Source: an optimization exercise on an open RTL-to-GDS flow (aim: small area). Production flows keep margins and buffers that such runs may drop.
At most, simulation tests tie the RTL to the original design; equivalence was not proved.
Power and IR drop assume default switching activity.

== job 3816 ==
==> module dmem_responder, before the edit <==
module dmem_responder (
    input  logic                   clk,
    input  logic                   rst,
    input  logic                   req_valid,
    output logic                   req_ready,
    input  logic                   req_we,
    input  logic [31:0]            req_addr,
    input  logic [31:0]            req_wdata,
    input  logic [3:0]             req_be,
    output logic                   rsp_valid,
    input  logic                   rsp_ready,
    output logic [31:0]            rsp_rdata,
    output logic                   rsp_err,
    output logic [15:0]            test_value
);
    localparam int N  = 63;    
    localparam int WP = 5;     
    localparam int RT = 3;     
    localparam logic [2:0] ST_IDLE = 3'd0;
    localparam logic [2:0] ST_W2   = 3'd1;
    localparam logic [2:0] ST_W1   = 3'd2;
    localparam logic [2:0] ST_W0   = 3'd3;
    localparam logic [2:0] ST_RESP = 3'd4;
    logic [2:0]  st;
    logic        ready_en;
    logic        hs;
    logic        win;
    logic        exec;
    logic [5:0]  idx_q;
    logic        fault_q;
    logic        we_q;
    logic [31:0] wdata_q;
    logic [3:0]  be_q;
    logic        store_act;    
    logic [5:0]  off;
    logic [31:0] rdata_q;
    logic [31:0] w0;
    logic [31:0] ring [N];
    logic [N-1:0] rv;
    logic        fault_in;
    assign fault_in = (req_addr[1:0] != 2'b00) || (req_addr[31:8] != '0);
    assign hs        = req_valid && ready_en && (st == ST_IDLE);
    assign win       = (st == ST_W2) || (st == ST_W1) || (st == ST_W0);
    assign exec      = (st == ST_W0);
    assign req_ready = ready_en && (st == ST_IDLE);
    assign rsp_valid = (st == ST_RESP);
    always_ff @(posedge clk or negedge rst) begin
        if (!rst) begin
            st       <= ST_IDLE;
            ready_en <= 1'b0;
        end else begin
            ready_en <= 1'b1;
            case (st)
                ST_IDLE: if (hs) st <= ST_W2;
                ST_W2:   st <= ST_W1;
                ST_W1:   st <= ST_W0;
                ST_W0:   st <= ST_RESP;
                ST_RESP: if (rsp_ready) st <= ST_IDLE;
                default: st <= ST_IDLE;
            endcase
        end
    end
    always_ff @(posedge clk) begin
        if (hs) begin
            idx_q   <= req_addr[7:2];
            fault_q <= fault_in;
            we_q    <= req_we;
            wdata_q <= req_wdata;
            be_q    <= req_be;
        end
    end
    always_ff @(posedge clk or negedge rst) begin
        if (!rst) begin
            store_act <= 1'b0;
            off       <= '0;
        end else begin
            if (hs) store_act <= req_we && !fault_in && (req_addr[7:2] != 6'd0);
            off <= (off == 6'(N-1)) ? 6'd0 : off + 6'd1;
        end
    end
    logic [6:0] psum;
    logic [5:0] tpos;
    assign psum = {1'b0, idx_q} + {1'b0, off};
    assign tpos = psum[5:0] + {5'd0, psum[6]};
    logic [N-1:0] at_pos;
    always_comb begin
        for (int i = 0; i < N; i++) at_pos[i] = (tpos == i[5:0]);
        at_pos[0] = at_pos[0] || (tpos == 6'd63);
    end
    for (genvar p = 0; p < N; p++) begin : g_ring
        localparam int PREV = (p + N - 1) % N;
        if ((PREV % WP) == 0) begin : g_port
            logic hit;
            assign hit = store_act && at_pos[PREV];
            always_ff @(posedge clk) begin
                for (int b = 0; b < 4; b++) begin
                    if (hit && be_q[b])
                        ring[p][8*b +: 8] <= wdata_q[8*b +: 8];
                    else if (hit && !rv[PREV])
                        ring[p][8*b +: 8] <= 8'h00;
                    else
                        ring[p][8*b +: 8] <= ring[PREV][8*b +: 8];
                end
            end
            always_ff @(posedge clk or negedge rst) begin
                if (!rst) rv[p] <= 1'b0;
                else      rv[p] <= rv[PREV] || hit;
            end
        end else begin : g_shift
            always_ff @(posedge clk) ring[p] <= ring[PREV];
            always_ff @(posedge clk or negedge rst) begin
                if (!rst) rv[p] <= 1'b0;
                else      rv[p] <= rv[PREV];
            end
        end
    end
    always_ff @(posedge clk or negedge rst) begin
        if (!rst) begin
            w0 <= '0;
        end else if (exec && we_q && !fault_q && idx_q == 6'd0) begin
            for (int b = 0; b < 4; b++)
                if (be_q[b]) w0[8*b +: 8] <= wdata_q[8*b +: 8];
        end
    end
    logic        ring_load;
    logic        tap_phase;
    logic [31:0] tap_data;
    assign ring_load = !we_q && !fault_q && (idx_q != 6'd0);
    always_comb begin
        tap_data  = '0;
        tap_phase = 1'b0;
        for (int j = 0; j < N / RT; j++) begin
            if (at_pos[RT * j]) begin
                tap_phase = 1'b1;
                if (rv[RT * j]) tap_data = tap_data | ring[RT * j];
            end
        end
    end
    always_ff @(posedge clk) begin
        if (win && ring_load && tap_phase)
            rdata_q <= tap_data;
        else if (exec && !ring_load)
            rdata_q <= (!we_q && !fault_q) ? w0 : 32'h0;
    end
    assign rsp_rdata  = rdata_q;
    assign rsp_err    = fault_q;
    assign test_value = w0[15:0];
endmodule
Settings: LEC_CHECK=0, CAP_MARGIN=20, CORE_MARGIN=2, CORE_UTILIZATION=40, SLEW_MARGIN=20; clock period 5.0 ns.
run.sh (not shown) runs the stock make flow with config.mk's settings and CLKGATE_MAP_FILE= SYNTH_SCRIPT=/design/flow/synth_recipe.tcl, a recipe that flattens the netlist after the stock synthesis.
Edits applied to the flow inputs when going from job 3816 to job 4675:
diff --git a/flow/design.v b/flow/design.v
--- a/flow/design.v
+++ b/flow/design.v
@@ -36,7 +36,9 @@
     logic [31:0] rdata_q;
     logic [31:0] w0;
     logic [31:0] ring [N];
-    logic [N-1:0] rv;
+    logic [2:0]  clr_c;        
+    logic        clr;
+    assign clr = (clr_c != 3'd5);
     logic        fault_in;
     assign fault_in = (req_addr[1:0] != 2'b00) || (req_addr[31:8] != '0);
     assign hs        = req_valid && ready_en && (st == ST_IDLE);
@@ -73,45 +75,44 @@
         if (!rst) begin
             store_act <= 1'b0;
             off       <= '0;
+            clr_c     <= '0;
         end else begin
+            if (clr) clr_c <= clr_c + 3'd1;
             if (hs) store_act <= req_we && !fault_in && (req_addr[7:2] != 6'd0);
-            off <= (off == 6'(N-1)) ? 6'd0 : off + 6'd1;
+            off <= off_n;
         end
     end
+    logic [5:0] off_n;
     logic [6:0] psum;
+    logic [5:0] tpos_in;
     logic [5:0] tpos;
-    assign psum = {1'b0, idx_q} + {1'b0, off};
-    assign tpos = psum[5:0] + {5'd0, psum[6]};
+    assign off_n   = (off == 6'(N-1)) ? 6'd0 : off + 6'd1;
+    assign psum    = {1'b0, req_addr[7:2]} + {1'b0, off_n};
+    assign tpos_in = (psum >= 7'(N)) ? 6'(psum - 7'(N)) : psum[5:0];
+    always_ff @(posedge clk) begin
+        if (hs) tpos <= tpos_in;
+        else    tpos <= (tpos == 6'(N-1)) ? 6'd0 : tpos + 6'd1;
+    end
     logic [N-1:0] at_pos;
     always_comb begin
         for (int i = 0; i < N; i++) at_pos[i] = (tpos == i[5:0]);
-        at_pos[0] = at_pos[0] || (tpos == 6'd63);
     end
     for (genvar p = 0; p < N; p++) begin : g_ring
         localparam int PREV = (p + N - 1) % N;
         if ((PREV % WP) == 0) begin : g_port
-            logic hit;
-            assign hit = store_act && at_pos[PREV];
+            logic       hit;
+            logic [3:0] wsel;    
+            logic [3:0] keep;    
+            assign hit  = store_act && at_pos[PREV];
+            assign wsel = {4{hit}} & be_q;
+            assign keep = ~wsel & {4{!clr}};
             always_ff @(posedge clk) begin
-                for (int b = 0; b < 4; b++) begin
-                    if (hit && be_q[b])
-                        ring[p][8*b +: 8] <= wdata_q[8*b +: 8];
-                    else if (hit && !rv[PREV])
-                        ring[p][8*b +: 8] <= 8'h00;
-                    else
-                        ring[p][8*b +: 8] <= ring[PREV][8*b +: 8];
-                end
-            end
-            always_ff @(posedge clk or negedge rst) begin
-                if (!rst) rv[p] <= 1'b0;
-                else      rv[p] <= rv[PREV] || hit;
+                for (int b = 0; b < 4; b++)
+                    ring[p][8*b +: 8] <= ({8{wsel[b]}} & wdata_q[8*b +: 8])
+                                       | ({8{keep[b]}} & ring[PREV][8*b +: 8]);
             end
         end else begin : g_shift
             always_ff @(posedge clk) ring[p] <= ring[PREV];
-            always_ff @(posedge clk or negedge rst) begin
-                if (!rst) rv[p] <= 1'b0;
-                else      rv[p] <= rv[PREV];
-            end
         end
     end
     always_ff @(posedge clk or negedge rst) begin
@@ -126,13 +127,19 @@
     logic        tap_phase;
     logic [31:0] tap_data;
     assign ring_load = !we_q && !fault_q && (idx_q != 6'd0);
+    logic [N/RT-1:0] tap_ok;
+    for (genvar j = 0; j < N / RT; j++) begin : g_tap
+        localparam int Q  = RT * j;
+        localparam int PD = (Q == 0) ? (N - 1) % WP : (Q - 1) % WP;
+        assign tap_ok[j] = (clr_c > 3'(PD));
+    end
     always_comb begin
         tap_data  = '0;
         tap_phase = 1'b0;
         for (int j = 0; j < N / RT; j++) begin
             if (at_pos[RT * j]) begin
                 tap_phase = 1'b1;
-                if (rv[RT * j]) tap_data = tap_data | ring[RT * j];
+                if (tap_ok[j]) tap_data = tap_data | ring[RT * j];
             end
         end
     end
Notes after the runs:
When job 4675 is measured against job 3816, its via count turns out 2964 higher. Job 4675 vs job 3816, dominant combinational cell family by area after synthesis: simple AND/OR/NAND/NOR gates vs compound AO/OA/AOI/OAI gates. The cell count number comes out higher for job 4675 vs job 3816. Job 4675 vs. job 3816: share of power burned in the clock network went up by 0.4 points. Taking job 3816 over job 4675, the synthesized cell count ratio works out to 0.882. Summary of job 4675 over job 3816: count of fill cells added during filler insertion shows an increase of about 3.6%; synthesized net count shows an increase of 572.
Only the layout flow was run in job 4675; the RTL was not checked for function there.

## re-timing with driven ports
The flow's constraints put no driver on any port. The routed layouts listed below were extracted and timed again, unchanged, in two steps.
Step 1 sets driving cells, clkbuf_16 on the clock port and buf_2 on the other inputs (assumed; they add their load-dependent delay and slew).
Step 2 adds t to the input delays and takes it off the output delays; t is the mean of the earliest and latest rising clock arrival at the registers after step 1. Input paths then give back, and output paths get back, about the clock's delay inside the block.
a / b / c = no drivers / after step 1 / after step 2; a / b = the first two.
| run | t, ns | setup WS [ns] | hold WS [ns] | clock arrival spread, ns | cell pins on the clock port's net |
|---|---|---|---|---|---|
| job 3816 | 0.883 | 0.211 / 0.211 / 0.211 | 0.209 / 0.181 / 0.301 | 0.048 / 0.049 | 1 |
| job 4675 | 0.869 | 0.919 / 0.919 / 0.919 | 0.131 / 0.088 / 0.312 | 0.034 / 0.034 | 1 |
After both steps setup and hold are still met in every run listed.
